What follows belongs to an exercise in optimizing a design on an open flow for small area, a short achievable clock period and few clock cycles per item; a production flow would make more cautious choices.
At most, simulation tests tie the RTL to the original design; equivalence was not proved.
For runs 2 to 4, only the layout was checked, not whether the RTL still works.

==> flow/design.v, too long to show whole: its modules and the start of the top module <==
// module heater_pid_duty_control_unit: 3011 lines
module heater_pid_duty_control_unit (
    input  logic                                 clk,
    input  logic                                 rst_n,
    input  logic                                 cfg_we,
    input  logic [hpdc_pkg::CFG_ADDR_W-1:0]      cfg_addr,
    input  logic [hpdc_pkg::CFG_DATA_W-1:0]      cfg_wdata,
    input  logic                                 s_tvalid,
    output logic                                 s_tready,
    input  logic [hpdc_pkg::IN_DATA_W-1:0]       s_tdata,
    output logic                                 m_tvalid,
    input  logic                                 m_tready,
    output logic [hpdc_pkg::OUT_DATA_W-1:0]      m_tdata
);
  // ...
==> flow/flow/run.sh <==
#!/bin/bash
# Layout: the standard flow (standard.sh: the standard flow's synthesis and ORFS from floorplan to
# finish, at the design's clock period and constraints), with two changes in how the layout is
# made: the port buffers are buf_4 cells instead of the default delay-buffer choice, and the
# resizer's timing repair aims for 14.3 ns of setup slack at the 19 ns clock, so that it sizes the
# slowest paths as for a 4.7 ns clock. make's full output goes to standard.log; each ORFS step
# keeps its own log under orfs/logs/.
export BUFFER_PORTS_ARGS="-buffer_cell sky130_fd_sc_hd__buf_4"
export SETUP_SLACK_MARGIN=14.3
bash standard.sh > standard.log 2>&1
==> flow/standard.sh <==
#!/bin/bash
# synth_recipe.tcl (not shown) runs the flow's synth.tcl, then flattens the netlist and writes it again
# the make line also repeats each setting of config.mk as NAME=value (left out here)
make -C /OpenROAD-flow-scripts/flow DESIGN_CONFIG=/design/flow/config.mk WORK_HOME=/design/flow/orfs CLKGATE_MAP_FILE= SYNTH_SCRIPT=/design/flow/synth_recipe.tcl "${@:-finish}"
==> flow/config.mk <==
export PLATFORM = sky130hd
export DESIGN_NAME = heater_pid_duty_control_unit
export DESIGN_NICKNAME = heater_pid_duty_control_unit
export VERILOG_FILES = /design/flow/design.v
export SDC_FILE = /design/flow/constraint.sdc
export NUM_CORES = 4
export LEC_CHECK = 0
export CAP_MARGIN = 20
export CORE_MARGIN = 2
export CORE_UTILIZATION = 40
export CTS_CLUSTER_DIAMETER = 100
export CTS_CLUSTER_SIZE = 24
export SLEW_MARGIN = 20
==> flow/constraint.sdc <==
create_clock -name core_clock -period 19.0 [get_ports {clk}]
set_input_delay 3.8000 -clock core_clock [delete_from_list [all_inputs] [get_ports {clk}]]
set_output_delay 3.8000 -clock core_clock [all_outputs]
set_load 0.01 [all_outputs]
==> Flow_metrics.wiki, run 1 <==
{| class="wikitable"
! Metric !! Value
|-
| Status || no timing/DRC/antenna violations
|-
| Tapcell count || 1144
|-
| DP Wirelength || 75.1 mm
|-
| # hold bufs at CTS || 0
|-
| Worst-skew pair later-pin latency || approximately 600 ps
|-
| Proportion of layout cells with a drive suffix above 1 || 0.166
|-
| Post-placement setup slack || 12970 ps
|-
| Number of global-route vias before repair || 26300
|-
| Post-route antenna net violation count || 0
|-
| Layout clock buffer count || 26
|-
| Met1 WL || 44.6 mm
|-
| Placed cell area || 0.0356 mm2
|-
| Antenna cells || 0
|-
| Mapped Avg Cell Area || approximately 10 um2
|-
| Worst setup SP type || flip-flop
|-
| Yosys warning count || 1
|-
| Unrepaired setup endpoints after global routing || yes
|-
| Library cells used by synthesis || 81
|-
| Total gr overflow || 0
|-
| Final hold violations || 0
|-
| Non-clock inverter total of the final layout || 386
|-
| Total Neg Setup Slack || 0 ps
|-
| Clock-pin slew of the registers on the worst-case setup and hold paths || 100 ps
|-
| Final worst hold slack || 432 ps
|-
| Capture point of the worst path || s_tready
|-
| Number of buffer cells added on primary ports || 52
|-
| Endpoint of the worst-slack reg-to-reg timing path || r3_b[16]
|-
| Min-Delay Endpoint || s3_code[0]
|-
| Category of the most critical setup path || flip-flop to output port
|-
| Area growth from synthesis to final layout || 11.8%
|-
| Most common library cell in the layout ignoring fill and taps || sky130_fd_sc_hd__fa_1
|-
| Register-to-register setup slack || 14320 ps
|-
| Num CTS Buffers || 20
|-
| Top Layer Used || met5
|-
| GPL Wtd Cong || 0.946
|-
| Signal buffers share of area || 0.0607
|-
| Multi-input gate share of total cell area || 0.616
|-
| Family with the most delay on the worst path || flip-flops
|-
| Slowest-stage cell, CP || sky130_fd_sc_hd__dfstp_2
|-
| Largest family of logic cells by synthesized area || adder cells
|-
| Storage element area || 0.00883 mm2
|}
Testbench counts, summed over its fixed seeds: cycles 24,040, items 24,000.
==> run 2, diff against run 1 <==
--- a/flow/design.v
+++ b/flow/design.v
@@ -75,24 +75,39 @@
         for (int j = 0; j < 9; j++)
         begin
             one[j] = gx[2*j+1] ^ gx[2*j];
             two[j] = (gx[2*j+2] & ~gx[2*j+1] & ~gx[2*j]) | (~gx[2*j+2] & gx[2*j+1] & gx[2*j]);
             neg[j] = gx[2*j+2] & ~(gx[2*j+1] & gx[2*j]);
         end
         booth_enc = {neg, two, one};
     endfunction
+    logic        cfg_we_r;
+    logic [2:0]  cfg_addr_r;
+    logic [15:0] cfg_wdata_r;
+    always_ff @(posedge clk or negedge rst_n)
+    begin
+        if (!rst_n)
+            cfg_we_r <= 1'b0;
+        else
+            cfg_we_r <= cfg_we;
+    end
+    always_ff @(posedge clk)
+    begin
+        cfg_addr_r  <= cfg_addr;
+        cfg_wdata_r <= cfg_wdata;
+    end
     logic [26:0] enc_w;
     logic [15:7] ge_w;
-    assign enc_w = booth_enc(cfg_wdata);
+    assign enc_w = booth_enc(cfg_wdata_r);
     genvar gi;
     generate
         for (gi = 7; gi < 16; gi = gi + 1)
         begin : g_ge
-            assign ge_w[gi] = |cfg_wdata[15:gi];
+            assign ge_w[gi] = |cfg_wdata_r[15:gi];
         end
     endgenerate
     always_ff @(posedge clk or negedge rst_n)
     begin
         if (!rst_n)
         begin
             target_reg    <= 12'd0;
             target_on_reg <= 1'b0;
@@ -100,27 +115,27 @@
             {bi_neg, bi_two, bi_one} <= booth_enc(16'd77);
             {bd_neg, bd_two, bd_one} <= booth_enc(16'd5120);
             ki_ge         <= 9'd0;
             floor_reg     <= 7'd2;
             ceil_reg      <= 7'd100;
             below_reg     <= 12'd320;
             above_reg     <= 12'd16;
         end
-        else if (cfg_we)
+        else if (cfg_we_r)
         begin
-            case (cfg_addr)
-                3'd0: begin target_reg <= cfg_wdata[11:0]; target_on_reg <= |cfg_wdata[11:0]; end
+            case (cfg_addr_r)
+                3'd0: begin target_reg <= cfg_wdata_r[11:0]; target_on_reg <= |cfg_wdata_r[11:0]; end
                 3'd1: {bp_neg, bp_two, bp_one} <= enc_w;
                 3'd2: begin {bi_neg, bi_two, bi_one} <= enc_w; ki_ge <= ge_w; end
                 3'd3: {bd_neg, bd_two, bd_one} <= enc_w;
-                3'd4: floor_reg  <= (cfg_wdata[6:0] > 7'd100) ? 7'd100 : cfg_wdata[6:0];
-                3'd5: ceil_reg   <= (cfg_wdata[6:0] > 7'd100) ? 7'd100 : cfg_wdata[6:0];
-                3'd6: below_reg  <= cfg_wdata[11:0];
-                default: above_reg <= cfg_wdata[11:0];
+                3'd4: floor_reg  <= (cfg_wdata_r[6:0] > 7'd100) ? 7'd100 : cfg_wdata_r[6:0];
+                3'd5: ceil_reg   <= (cfg_wdata_r[6:0] > 7'd100) ? 7'd100 : cfg_wdata_r[6:0];
+                3'd6: below_reg  <= cfg_wdata_r[11:0];
+                default: above_reg <= cfg_wdata_r[11:0];
             endcase
         end
     end
     logic en;
     logic v0, v1, v2, v3;
     logic o_valid, k_valid;
     logic [10:0] o_data, k_data, x_data;
     logic x_valid, take;
==> flow/flow/run.sh (replaced) <==
#!/bin/bash
# Layout: the standard flow (standard.sh: the standard flow's synthesis and ORFS from floorplan to
# finish, at the design's clock period and constraints), with two changes in how the layout is
# made: the port buffers are buf_4 cells instead of the default delay-buffer choice, and the
# resizer's timing repair aims for 14 ns of setup slack at the 19 ns clock, so that it sizes the
# slowest paths as for a 5 ns clock. make's full output goes to standard.log; each ORFS step
# keeps its own log under orfs/logs/.
export BUFFER_PORTS_ARGS="-buffer_cell sky130_fd_sc_hd__buf_4"
export SETUP_SLACK_MARGIN=14.0
bash standard.sh > standard.log 2>&1
==> run 2 against run 1 <==
Compared with the run above: area after synthesis up 1.2%; routed wire length shrank 2.6%; synthesized cell count is 0.97% higher; register-to-register slack got worse by 180 ps.
==> Flow_metrics.wiki, run 2 <==
{| class="wikitable"
! Metric !! Value
|-
| Status || no timing/DRC/antenna violations
|-
| Proportion of layout cells with a drive suffix above 1 || 0.0971 (-0.0693)
|-
| Clock Tree Root || sky130_fd_sc_hd__clkbuf_16
|-
| Worst setup SP type || flip-flop
|-
| Area share of and/or/nand/nor cells after synthesis || 0.0756
|-
| Clock-pin slew of the registers on the worst-case setup and hold paths || 100 ps (about the same)
|-
| Post-route fraction of the period consumed by the critical path || 0.265
|-
| Post-DR wirelength/cell || 23.9 um
|-
| CP Launch Point || ready_reg
|-
| Layout filler cell count || 8216
|-
| GPL Wtd Cong || 0.974 (+2.9%)
|-
| Number of global-route vias before repair || 26400 (+0.31%)
|-
| Core area || 0.0855 mm2
|-
| Final worst hold slack || 425 ps (-6.73 ps)
|-
| Number of gates on the worst path with buffers counted || 1
|-
| Final hold violations || 0 (unchanged)
|-
| FF+latch count, synth || 344
|-
| Largest family of logic cells by synthesized area || adder cells
|-
| Most common library cell in the layout ignoring fill and taps || sky130_fd_sc_hd__fa_1
|-
| Min-Delay Endpoint || s4_code[2]
|-
| Endpoint type of the worst setup path || output port
|-
| Family with the most delay on the worst path || flip-flops
|-
| Most frequent cell after synthesis || sky130_fd_sc_hd__fa_1
|-
| First-pass iteration count of the detailed router || 9
|-
| Iteration-0 DRC count of the detailed router || 3032
|-
| Number of antenna violations at the first check in global routing || 2
|-
| CP Data Required Time || 15200 ps
|-
| DP Wirelength || 76.2 mm (+1.4%)
|-
| Max clock buf depth || 3
|-
| Mux cell area share after synthesis || 0.0150
|-
| Fraction of the mapped netlist area in compound gates || 0.153
|-
| Ys async rst share || 0.549
|-
| Share of the core filled with cells in the final layout || 0.435
|-
| Number of maximum-capacitance constraint violations || 0
|-
| Yosys warning count || 1 (unchanged)
|-
| Number of sinks driven by the clock tree || ~340
|-
| Flip-flop cell with the highest count after synthesis || sky130_fd_sc_hd__dfrtp_1
|-
| Total gr overflow || 0 (unchanged)
|-
| Vias per cell || around 5.7
|-
| Worst-skew pair later-pin latency || 590 ps (-20 ps)
|-
| Maximum fanout along the worst path || 1
|-
| Worst clock skew on the final layout || between 30 and 40 ps
|-
| CP Cell Sequence || buf_6
|-
| Mapped Cells || roughly 3400
|-
| Pin count of the biggest net entering global routing || 71
|-
| Number of buffer cells added on primary ports || 52 (unchanged)
|-
| Unrepaired setup endpoints after global routing || yes
|-
| Synth top area cells || sky130_fd_sc_hd__fa_1 24%, sky130_fd_sc_hd__dfrtp_1 12%, sky130_fd_sc_hd__edfxtp_1 11%
|-
| Signal arrival time at the worst endpoint || about 1200 ps
|-
| Final setup fails || 0
|-
| Mapped Avg Cell Area || 10.1 um2 (+0.23%)
|-
| Routed wire length || 108 mm
|-
| Via Count || 25800
|-
| Area growth from synthesis to final layout || 7.20%
|-
| Die height || 298 um
|-
| Num CTS Buffers || 21 (+5.0%)
|-
| Initial Util || 0.405
|-
| Most frequent cells in the layout || 419 x sky130_fd_sc_hd__fa_1, 380 x sky130_fd_sc_hd__a22oi_1, 372 x sky130_fd_sc_hd__inv_1
|-
| Depth of the CTS H-tree || 1
|-
| Relative slew margins || 0.294
|-
| Highest clock rate || 199 MHz
|-
| Total DRC errors in the routed layout || 0
|-
| Transition time at the pin with the least slew margin || ~1100 ps
|-
| I/O pins || 58
|-
| Pins over their slew limit || 0
|-
| Worst stage delay on the critical path || 550 ps
|-
| Clock period minus worst slack || 5040 ps
|-
| Area share of the largest cell type after synthesis || 0.243
|-
| Buf/Inv on CP || 1
|-
| Category of the most critical setup path || flip-flop to output port
|-
| Min-delay worst type || flip-flop to flip-flop
|-
| Slowest-stage cell, CP || sky130_fd_sc_hd__dfstp_2
|-
| # nets final || 3954
|-
| Library cell occupying the most area in the post-synthesis netlist || sky130_fd_sc_hd__fa_1
|-
| TritonCTS clock tree || yes
|-
| Endpoint of the worst-slack reg-to-reg timing path || r3_b[20]
|-
| Xor/xnor share of the synthesized area || 0.122
|-
| Register-to-register setup slack || 14140 ps (-180 ps)
|-
| Total Neg Setup Slack || 0 ps (unchanged)
|-
| First-pass GRT wire length || 165 mm
|-
| Cell count of the worst hold path || 0
|-
| Die boundary width || 298 um
|-
| Min-Delay Startpoint || s3_code[2]
|-
| Site row count || 107
|-
| Die Area || 0.0891 mm2
|-
| Origin of the critical flop-to-flop path || bd_two[5]
|-
| Area share of fa/ha/maj cells after synthesis || 0.297
|-
| Number of synthesized flops with an enable pin || 125
|-
| Number of cells on the worst reg-to-reg path || 13
|-
| Leading post-synthesis cells by instance count || 421 x sky130_fd_sc_hd__fa_1, 381 x sky130_fd_sc_hd__a22oi_1, 374 x sky130_fd_sc_hd__inv_1, 279 x sky130_fd_sc_hd__xor2_1, 243 x sky130_fd_sc_hd__nand2_1
|-
| Part of the Yosys area used for sequential elements || 0.263
|-
| Overall routing resource usage || 0.241
|-
| Post-synth design cell area || around 0.035 mm2
|-
| Post-route antenna net violation count || 0 (unchanged)
|-
| Library cells used by synthesis || 85 (+4.9%)
|}
-- run 2: cell count changes after synthesis, moves of 7 or more --
cell                        change
sky130_fd_sc_hd__o22a_1        -10
sky130_fd_sc_hd__o211ai_1      -15
sky130_fd_sc_hd__a21oi_1       +23
sky130_fd_sc_hd__o2bb2ai_2      +8
sky130_fd_sc_hd__mux2_2        -21
sky130_fd_sc_hd__mux2i_1        +7
sky130_fd_sc_hd__nor2_1        +24
sky130_fd_sc_hd__dfxtp_1       +19
sky130_fd_sc_hd__inv_1          -9
sky130_fd_sc_hd__o22ai_1        +7
sky130_fd_sc_hd__xnor2_1        +7
-- run 2: routing by layer --
| layer | track usage | wire, um | vias to the layer above |
|---|---|---|---|
| li1 | - | - | 11300 |
| met1 | 0.329 | 44700 | 12900 |
| met2 | 0.378 | 48100 | 1302 |
| met3 | 0.0508 | 10300 | 264 |
| met4 | 0.0875 | 4550 | 0 |
| met5 | 0 | 0 | - |
-- run 2: worst max path at each step --
stage / to / slack, ps
5_1_grt: s_tready / 13920
3_5_place_dp: bd_neg[0] / 12920
2_1_floorplan: r3_b[16] / 14130
6_report: s_tready / 13960
3_3_place_gp: bd_neg[0] / 12930
4_1_cts: s_tready / 13950
-- run 2: repair_timing --
action | in CTS | in global routing
endpoints found under the setup margin | 107 | 112
hold buffers | 0 | 0
setup buffers | 19 | 14
resized for setup | 16 | 45
-- run 2: cells by family (layout without fill, tap and decap cells) --
logic type / count (synthesis) / in the layout
and+or+nand+nor: 564 / 564
AOI/OAI and AO/OA: 762 / 762
xor gates and xnor gates: 483 / 483
adders and majority gates: 570 / 570
muxes: 48 / 48
other: 1 / 5
buffers and inverters: 670 / 584
DFF: 344 / 344
-- run 2: metrics by stage --
stage	worst slack, ps	cells	cell area [um2]
2_1_floorplan	14130	3445	34700
3_3_place_gp	12930	4431	36000
3_5_place_dp	12920	4431	36000
4_1_cts	13950	4488	36900
5_1_grt	13920	4503	37200
6_report	13960	4504	37200
-- run 2: worst register-to-register path, cell delays in order (launching register included) --
cell and delay, ps:
sky130_fd_sc_hd__dfrtp_1 570, sky130_fd_sc_hd__buf_4 280, sky130_fd_sc_hd__a22oi_1 180, sky130_fd_sc_hd__xor2_1 240, sky130_fd_sc_hd__fa_1 480, sky130_fd_sc_hd__fa_1 450, sky130_fd_sc_hd__fa_1 460, sky130_fd_sc_hd__fa_1 550
sky130_fd_sc_hd__inv_1 50, sky130_fd_sc_hd__fa_1 350, sky130_fd_sc_hd__inv_1 80, sky130_fd_sc_hd__fa_1 410, sky130_fd_sc_hd__inv_1 80, sky130_fd_sc_hd__fa_1 400
-- run 2: layout make-up --
class	count	area (um2)	share of cell area
Antenna cell	1	2.50	0.0000673
Clock buffer	27	548	0.0147
Clock inverter	11	161	0.00434
Inverter	377	1430	0.0385
Multi-Input combinational cell	2431	23100	0.620
Sequential cell	344	9170	0.247
Tap cell	1144	1430	0.0385
Timing Repair Buffer	169	1370	0.0370
==> run 3, diff against run 2 <==
--- a/flow/config.mk
+++ b/flow/config.mk
@@ -9,3 +9,3 @@
 export CORE_MARGIN = 2
-export CORE_UTILIZATION = 40
+export CORE_UTILIZATION = 60
 export CTS_CLUSTER_DIAMETER = 100
==> run 3 against run 2 <==
Compared with the run above: global-route usage is 13 points higher; sequential share of layout area is 0.38 points higher; first-iteration DRC count is 7.6% lower; still clean on timing, DRC and antenna; routed wire length is 2.0% higher; area after synthesis stayed put.
==> Flow_metrics.wiki, run 3 <==
{| class="wikitable"
! Metric !! Value
|-
| CP Launch Point || ready_reg
|-
| Initial Util || 0.604 (+0.199)
|-
| Post-DR wirelength/cell || 26.7 um (+12%)
|-
| Maximum fanout along the worst path || 1 (unchanged)
|-
| Most common library cell in the layout ignoring fill and taps || sky130_fd_sc_hd__fa_1
|-
| Max clock buf depth || 3 (unchanged)
|-
| Site row count || 88 (-18%)
|-
| Worst-skew pair later-pin latency || 570 ps (-20 ps)
|-
| Pins over their slew limit || 0 (unchanged)
|-
| Clock period minus worst slack || 4990 ps (-45.3 ps)
|-
| Area share of the largest cell type after synthesis || 0.243 (unchanged)
|-
| Post-route fraction of the period consumed by the critical path || 0.263 (-0.00238)
|-
| I/O pins || 58 (unchanged)
|-
| # nets final || 3939 (-0.38%)
|-
| Ys async rst share || 0.549 (unchanged)
|-
| Yosys warning count || 1 (unchanged)
|-
| Mux cell area share after synthesis || 0.0150 (unchanged)
|-
| Most frequent cells in the layout || 420 x sky130_fd_sc_hd__fa_1, 381 x sky130_fd_sc_hd__a22oi_1, 373 x sky130_fd_sc_hd__inv_1
|-
| Number of cells on the worst reg-to-reg path || 11 (-2)
|-
| Transition time at the pin with the least slew margin || 1110 ps (+54.8 ps)
|-
| Slowest-stage cell, CP || sky130_fd_sc_hd__dfstp_2
|-
| Status || no timing/DRC/antenna violations
|-
| Synth top area cells || sky130_fd_sc_hd__fa_1 24%, sky130_fd_sc_hd__dfrtp_1 12%, sky130_fd_sc_hd__edfxtp_1 11%
|-
| Fraction of the mapped netlist area in compound gates || 0.153 (unchanged)
|-
| Most frequent cell after synthesis || sky130_fd_sc_hd__fa_1
|-
| Met3 layer usage reported by global route || 0.112 (+0.0608)
|-
| Endpoint type of the worst setup path || output port
|-
| Largest family of logic cells by synthesized area || adder cells
|-
| Die height || 244 um (-18%)
|-
| Met1 Use GR || 0.506 (+0.177)
|-
| Number of global-route vias before repair || 27200 (+3.3%)
|-
| Number of buffer cells added on primary ports || 52 (unchanged)
|-
| Number of gates on the worst path with buffers counted || 1 (unchanged)
|-
| Number of sinks driven by the clock tree || 344 (unchanged)
|-
| Relative slew margins || 0.251 (-0.0427)
|-
| Met2 usage || 0.554 (+0.176)
|-
| Number of antenna violations at the first check in global routing || 4 (+2)
|-
| Library cells used by synthesis || 85 (unchanged)
|-
| First-pass GRT wire length || 166 mm (+1.2%)
|-
| Xor/xnor share of the synthesized area || 0.122 (unchanged)
|-
| Overall routing resource usage || 0.371 (+0.130)
|-
| Share of the core filled with cells in the final layout || 0.639 (+0.204)
|-
| GPL Wtd Cong || 0.980 (+0.59%)
|-
| Core area || 0.0574 mm2 (-33%)
|-
| Mapped Avg Cell Area || 10.1 um2 (unchanged)
|-
| Layout filler cell count || 4707 (-43%)
|-
| Area taken by multi-input logic gates || 0.0231 mm2 (+0.22%)
|-
| Die Area || 0.0597 mm2 (-33%)
|-
| Highest clock rate || 200 MHz (+0.91%)
|-
| Worst stage delay on the critical path || 540 ps (about the same)
|-
| Flip-flop cell with the highest count after synthesis || sky130_fd_sc_hd__dfrtp_1
|-
| Clock-pin slew of the registers on the worst-case setup and hold paths || 100 ps (about the same)
|-
| Proportion of layout cells with a drive suffix above 1 || 0.0933 (-0.00372)
|-
| Post-synth design cell area || 0.0347 mm2 (unchanged)
|-
| Unrepaired setup endpoints after global routing || yes
|-
| Number of maximum-capacitance constraint violations || 0 (unchanged)
|-
| Min-delay worst type || flip-flop to flip-flop
|-
| Origin of the critical flop-to-flop path || last_err_reg[8]
|-
| Top Usage Layer GRT || met2
|-
| DP Wirelength || 77.9 mm (+2.2%)
|-
| Part of the Yosys area used for sequential elements || 0.263 (unchanged)
|-
| Signal arrival time at the worst endpoint || 1190 ps (-50 ps)
|-
| Worst setup SP type || flip-flop
|-
| Vias per cell || 6.48 (+13%)
|-
| Final hold violations || 0 (unchanged)
|-
| Pin count of the biggest net entering global routing || 125 (+76%)
|-
| Final setup fails || 0 (unchanged)
|-
| Storage element area || 0.00918 mm2 (about the same)
|-
| Total gr overflow || 0 (unchanged)
|-
| TritonCTS clock tree || yes
|-
| FF+latch count, synth || 344 (unchanged)
|-
| CP Cell Sequence || buf_6
|-
| Total DRC errors in the routed layout || 0 (unchanged)
|-
| First-pass iteration count of the detailed router || 11 (+2)
|-
| Mapped Cells || 3442 (unchanged)
|-
| Leading post-synthesis cells by instance count || 421 x sky130_fd_sc_hd__fa_1, 381 x sky130_fd_sc_hd__a22oi_1, 374 x sky130_fd_sc_hd__inv_1, 279 x sky130_fd_sc_hd__xor2_1, 243 x sky130_fd_sc_hd__nand2_1
|-
| CP Data Required Time || 15200 ps (about the same)
|-
| Worst clock skew on the final layout || 21.9 ps (-17.4 ps)
|-
| Area growth from synthesis to final layout || 5.63%
|-
| Area share of fa/ha/maj cells after synthesis || 0.297 (unchanged)
|-
| Buf/Inv on CP || 1 (unchanged)
|-
| Family with the most delay on the worst path || flip-flops
|-
| Cell count of the worst hold path || 0 (unchanged)
|-
| Num CTS Buffers || 20 (-4.8%)
|-
| Die boundary width || 244 um (-18%)
|-
| Min-Delay Startpoint || s3_code[2]
|-
| Post-route antenna net violation count || 0 (unchanged)
|-
| Via Count || 26600 (+3.4%)
|-
| Clock Tree Root || sky130_fd_sc_hd__clkbuf_16
|-
| Category of the most critical setup path || flip-flop to output port
|-
| Depth of the CTS H-tree || 1 (unchanged)
|-
| Area share of and/or/nand/nor cells after synthesis || 0.0756 (unchanged)
|-
| Number of synthesized flops with an enable pin || 125 (unchanged)
|-
| Total Neg Setup Slack || 0 ps (unchanged)
|-
| Iteration-0 DRC count of the detailed router || 2802 (-7.6%)
|-
| Routed wire length || 110 mm (+2.0%)
|-
| Library cell occupying the most area in the post-synthesis netlist || sky130_fd_sc_hd__fa_1
|}
==> run 3: cell counts after synthesis <==
Identical to the previous run, type by type.
==> run 3: cells by family after synthesis <==
group,Yosys count
AO/OA/AOI/OAI,762
buffers and inverters,670
adder cells (fa/ha/maj),570
AND/OR/NAND/NOR,564
XOR/XNOR,483
flip-flops,344
multiplexers,48
other,1
==> run 3: what timing repair did <==
| action | in CTS | in global routing |
|---|---|---|
| cloned | 0 | 2 |
| setup buffers | 19 | 11 |
| setup endpoints to repair | 34 | 39 |
| hold buffers | 0 | 0 |
| gates resized for setup | 16 | 46 |
==> run 3: final timing paths <==
check                      slack, ps       endpoint
setup reg to reg               14100       r3_b[15]
hold / removal                   420     s4_code[2]
setup / recovery               14010       s_tready
max in group asynchronous      14850      bd_two[5]
min in group asynchronous       3160  target_reg[7]
hold reg to reg                  420     s4_code[2]
==> run 3: worst reg2reg max path, cell delays in order, from the launching register on <==
cell and delay (ps):
sky130_fd_sc_hd__dfrtp_1 1030, sky130_fd_sc_hd__a22oi_1 250, sky130_fd_sc_hd__xor2_1 200, sky130_fd_sc_hd__fa_1 430
sky130_fd_sc_hd__fa_1 500, sky130_fd_sc_hd__fa_1 620, sky130_fd_sc_hd__fa_1 540, sky130_fd_sc_hd__inv_1 50
sky130_fd_sc_hd__fa_1 500, sky130_fd_sc_hd__inv_1 50, sky130_fd_sc_hd__fa_1 470, sky130_fd_sc_hd__inv_1 40
==> run 3: layout make-up <==
type,count,area share
Antenna cell,4,0.000273
Clock buffer,30,0.0155
Timing Repair Buffer,153,0.0355
Tap cell,765,0.0261
Clock inverter,6,0.00232
Sequential cell,344,0.250
Multi-Input combinational cell,2433,0.631
Inverter,377,0.0389
==> run 3: per-stage QoR <==
step	cells	setup WS [ps]	cell area [um2]	hold slack, ps
6_report	4112	14010	36600	419
5_1_grt	4108	13980	36600	446
4_1_cts	4094	13990	36300	423
3_5_place_dp	4039	13370	35400	405
3_3_place_gp	4038	13460	35400	405
2_1_floorplan	3445	14130	34700	400
==> run 3: routing by layer <==
| layer | share of wire | wire (um) | vias to the layer above |
|---|---|---|---|
| li1 | - | - | 11300 |
| met1 | 0.40 | 44200 | 13300 |
| met2 | 0.43 | 47300 | 1662 |
| met3 | 0.12 | 12900 | 408 |
| met4 | 0.050 | 5450 | 4 |
| met5 | 0.00027 | 30 | - |
==> run 4, diff against run 3 <==
==> flow/flow/run.sh (replaced) <==
#!/bin/bash
# Layout: the standard flow (standard.sh: the standard flow's synthesis and ORFS from floorplan to
# finish, at the design's clock period and constraints), with two changes in how the layout is
# made: the port buffers are buf_4 cells instead of the default delay-buffer choice, and the
# resizer's timing repair aims for 14.3 ns of setup slack at the 19 ns clock, so that it sizes the
# slowest paths as for a 4.7 ns clock. make's full output goes to standard.log; each ORFS step
# keeps its own log under orfs/logs/.
export BUFFER_PORTS_ARGS="-buffer_cell sky130_fd_sc_hd__buf_4"
export SETUP_SLACK_MARGIN=14.3
bash standard.sh > standard.log 2>&1
--- a/flow/config.mk
+++ b/flow/config.mk
@@ -9,3 +9,3 @@
 export CORE_MARGIN = 2
-export CORE_UTILIZATION = 60
+export CORE_UTILIZATION = 40
 export CTS_CLUSTER_DIAMETER = 100
==> run 4 against run 3 <==
Compared with the run above: still clean on timing, DRC and antenna; non-clock buffer count grew 85; area after synthesis did not move; synthesized cell count stayed put; first-iteration DRC count is 2.4% higher; design area up 5.5%.
==> Flow_metrics.wiki, run 4 <==
{| class="wikitable"
! Metric !! Value
|-
| Endpoint type of the worst setup path || output port
|-
| Num CTS Buffers || 22 (+10%)
|-
| Min-Delay Startpoint || s3_code[2]
|-
| FF+latch count, synth || 344 (unchanged)
|-
| Maximum fanout along the worst path || 1 (unchanged)
|-
| Number of buffer cells added on primary ports || 52 (unchanged)
|-
| Part of the Yosys area used for sequential elements || 0.263 (unchanged)
|-
| GPL Wtd Cong || 0.951 (-2.9%)
|-
| Overall routing resource usage || 0.242 (-0.128)
|-
| Number of cells on the worst reg-to-reg path || 13 (+2)
|-
| Mapped Avg Cell Area || 10.1 um2 (unchanged)
|-
| Number of global-route vias before repair || 26200 (-3.6%)
|-
| Category of the most critical setup path || flip-flop to output port
|-
| # nets final || 4025 (+2.2%)
|-
| Total DRC errors in the routed layout || 0 (unchanged)
|-
| Mapped Cells || 3442 (unchanged)
|-
| Vias per cell || 5.77 (-11%)
|-
| TritonCTS clock tree || yes
|-
| Ys async rst share || 0.549 (unchanged)
|-
| Signal arrival time at the worst endpoint || 1230 ps (+40 ps)
|-
| Pin count of the biggest net entering global routing || 90 (-28%)
|-
| CP Cell Sequence || buf_6
|-
| Share of the core filled with cells in the final layout || 0.452 (-0.187)
|-
| Buf/Inv on CP || 1 (unchanged)
|-
| First-pass GRT wire length || 165 mm (-0.88%)
|-
| Library cell occupying the most area in the post-synthesis netlist || sky130_fd_sc_hd__fa_1
|-
| Flip-flop cell with the highest count after synthesis || sky130_fd_sc_hd__dfrtp_1
|-
| Worst-skew pair later-pin latency || 610 ps (+40 ps)
|-
| Proportion of layout cells with a drive suffix above 1 || 0.153 (+0.0594)
|-
| Register-to-register setup slack || 14250 ps (+150 ps)
|-
| Final setup fails || 0 (unchanged)
|-
| Transition time at the pin with the least slew margin || 1040 ps (-69.5 ps)
|-
| First-pass iteration count of the detailed router || 6 (-5)
|-
| Post-DR wirelength/cell || 24.0 um (-10%)
|-
| Worst setup SP type || flip-flop
|-
| Clock-pin slew of the registers on the worst-case setup and hold paths || 90 ps (about the same)
|-
| Antenna cells || 0 (-4)
|-
| Initial Util || 0.405 (-0.199)
|-
| Library cells used by synthesis || 85 (unchanged)
|-
| Yosys warning count || 1 (unchanged)
|-
| Most frequent cell after synthesis || sky130_fd_sc_hd__fa_1
|-
| DP Wirelength || 75.5 mm (-3.1%)
|-
| Final worst hold slack || 427 ps (+8.06 ps)
|-
| Clock period minus worst slack || 5030 ps (+37.4 ps)
|-
| Worst stage delay on the critical path || 530 ps (about the same)
|-
| Via Count || 26400 (-0.91%)
|-
| Core area || 0.0855 mm2 (+49%)
|-
| Final hold violations || 0 (unchanged)
|-
| Highest clock rate || 199 MHz (-0.74%)
|-
| Die Area || 0.0891 mm2 (+49%)
|-
| Cell count of the worst hold path || 0 (unchanged)
|-
| CP Data Required Time || 15200 ps (about the same)
|-
| Number of synthesized flops with an enable pin || 125 (unchanged)
|-
| Family with the most delay on the worst path || flip-flops
|-
| Slowest-stage cell, CP || sky130_fd_sc_hd__dfstp_2
|-
| Clock Tree Root || sky130_fd_sc_hd__clkbuf_16
|-
| I/O pins || 58 (unchanged)
|-
| Number of maximum-capacitance constraint violations || 0 (unchanged)
|-
| Min-Delay Endpoint || s4_code[2]
|-
| Number of gates on the worst path with buffers counted || 1 (unchanged)
|-
| Die height || 298 um (+22%)
|-
| Most frequent cells in the layout || 367 x sky130_fd_sc_hd__fa_1, 362 x sky130_fd_sc_hd__inv_1, 348 x sky130_fd_sc_hd__a22oi_1
|-
| Post-synth design cell area || 0.0347 mm2 (unchanged)
|-
| Total gr overflow || 0 (unchanged)
|-
| Pins over their slew limit || 0 (unchanged)
|-
| Routed wire length || 110 mm (+0.18%)
|-
| Area growth from synthesis to final layout || 11.4%
|-
| Area share of the largest cell type after synthesis || 0.243 (unchanged)
|-
| Post-route fraction of the period consumed by the critical path || 0.265 (+0.00197)
|-
| Site row count || 107 (+22%)
|-
| Max clock buf depth || 3 (unchanged)
|-
| Total Neg Setup Slack || 0 ps (unchanged)
|-
| Unrepaired setup endpoints after global routing || yes
|-
| Origin of the critical flop-to-flop path || bi_one[0]
|-
| Min-delay worst type || flip-flop to flip-flop
|-
| Leading post-synthesis cells by instance count || 421 x sky130_fd_sc_hd__fa_1, 381 x sky130_fd_sc_hd__a22oi_1, 374 x sky130_fd_sc_hd__inv_1, 279 x sky130_fd_sc_hd__xor2_1, 243 x sky130_fd_sc_hd__nand2_1
|-
| Endpoint of the worst-slack reg-to-reg timing path || r3_b[16]
|-
| Iteration-0 DRC count of the detailed router || 2870 (+2.4%)
|-
| Relative slew margins || 0.298 (+0.0467)
|-
| Number of antenna violations at the first check in global routing || 1 (-3)
|-
| Worst clock skew on the final layout || 49.5 ps (+27.6 ps)
|-
| Synth top area cells || sky130_fd_sc_hd__fa_1 24%, sky130_fd_sc_hd__dfrtp_1 12%, sky130_fd_sc_hd__edfxtp_1 11%
|-
| Depth of the CTS H-tree || 1 (unchanged)
|-
| Number of sinks driven by the clock tree || 344 (unchanged)
|-
| Most common library cell in the layout ignoring fill and taps || sky130_fd_sc_hd__fa_1
|-
| Post-route antenna net violation count || 0 (unchanged)
|-
| Die boundary width || 298 um (+22%)
|-
| Status || no timing/DRC/antenna violations
|}
## run 4: layer usage
metal / global-route usage / up-vias / wire length, um
li1: - / 11400 / -
met1: 0.329 / 13200 / 44500
met2: 0.381 / 1461 / 48500
met3: 0.0487 / 318 / 11400
met4: 0.0950 / 2 / 5590
met5: 0 / - / 14
## run 4: area by class of cell
class                   count  area [um2]
clock buffers              29         577
clock inverters            11         179
fillers                  8058       46900
inverters                 377        1440
multi-input cells        2432       23600
flip-flops and latches    344        9210
well taps                1144        1430
repair buffers            238        2250
## run 4: kinds of logic after synthesis
logic type | count (synthesis) | share of synthesized area
buf+inv | 670 | 0.0747
xor+xnor | 483 | 0.122
fa+ha+maj | 570 | 0.297
other cells | 1 | 0.000108
simple gates | 564 | 0.0756
flops | 344 | 0.263
compound gates | 762 | 0.153
mux | 48 | 0.0150
## run 4: worst max path at each step
stage              start  endpoint
6_report       ready_reg  s_tready
5_1_grt        ready_reg  s_tready
4_1_cts        ready_reg  s_tready
3_5_place_dp   bi_neg[0]  r3_b[16]
3_3_place_gp   bi_neg[0]  r3_b[16]
2_1_floorplan  bd_neg[3]  r3_b[16]
## run 4: repair_timing
action / 4_1_cts / 5_1_grt
pin swaps: 3 / 83
cloned: 0 / 2
setup endpoints to repair: 63 / 114
gates resized for setup: 70 / 204
hold buffers: 0 / 0
setup buffers: 38 / 62
endpoints found under the hold margin: 0 / 0
## run 4: metrics by stage
step / worst slack, ps / std cells / instance area [um2]
after floorplan: 14180 / 3445 / 34700
after global placement: 13660 / 4433 / 36000
after detailed placement: 13670 / 4433 / 36000
after CTS: 13940 / 4511 / 37300
after global routing: 13920 / 4575 / 38600
final: 13970 / 4575 / 38600

## afterwards: timing with drivers on the ports
The flow's constraints put no driver on any port. The routed layouts listed below were extracted and timed again, unchanged, in two steps.
Step 1 sets driving cells, clkbuf_16 on the clock port and buf_2 on the other inputs (assumed; they add their load-dependent delay and slew).
Step 2, shift: input delay + t, output delay - t, t = (earliest + latest rising clock arrival at the registers) / 2. This alone moves slack from input paths to output paths.
Three values: ideal, step 1, step 2; two values: the first two.
run | t, ns | setup WS [ns] | worst setup path after step 2
run 1 | 0.655 | 13.961 / 13.896 / 13.852 | input to register
run 2 | 0.636 | 13.963 / 13.903 / 13.740 | input, reset recovery
run 3 | 0.629 | 14.008 / 13.940 / 14.099 | register to register
run 4 | 0.647 | 13.971 / 13.909 / 13.873 | input, reset recovery
After both steps every run listed still meets setup and hold. The setup slack of run 2, which loses most, moves by -0.060 ns with the drivers and by -0.223 ns with both steps. Setup slack includes reset recovery checks.
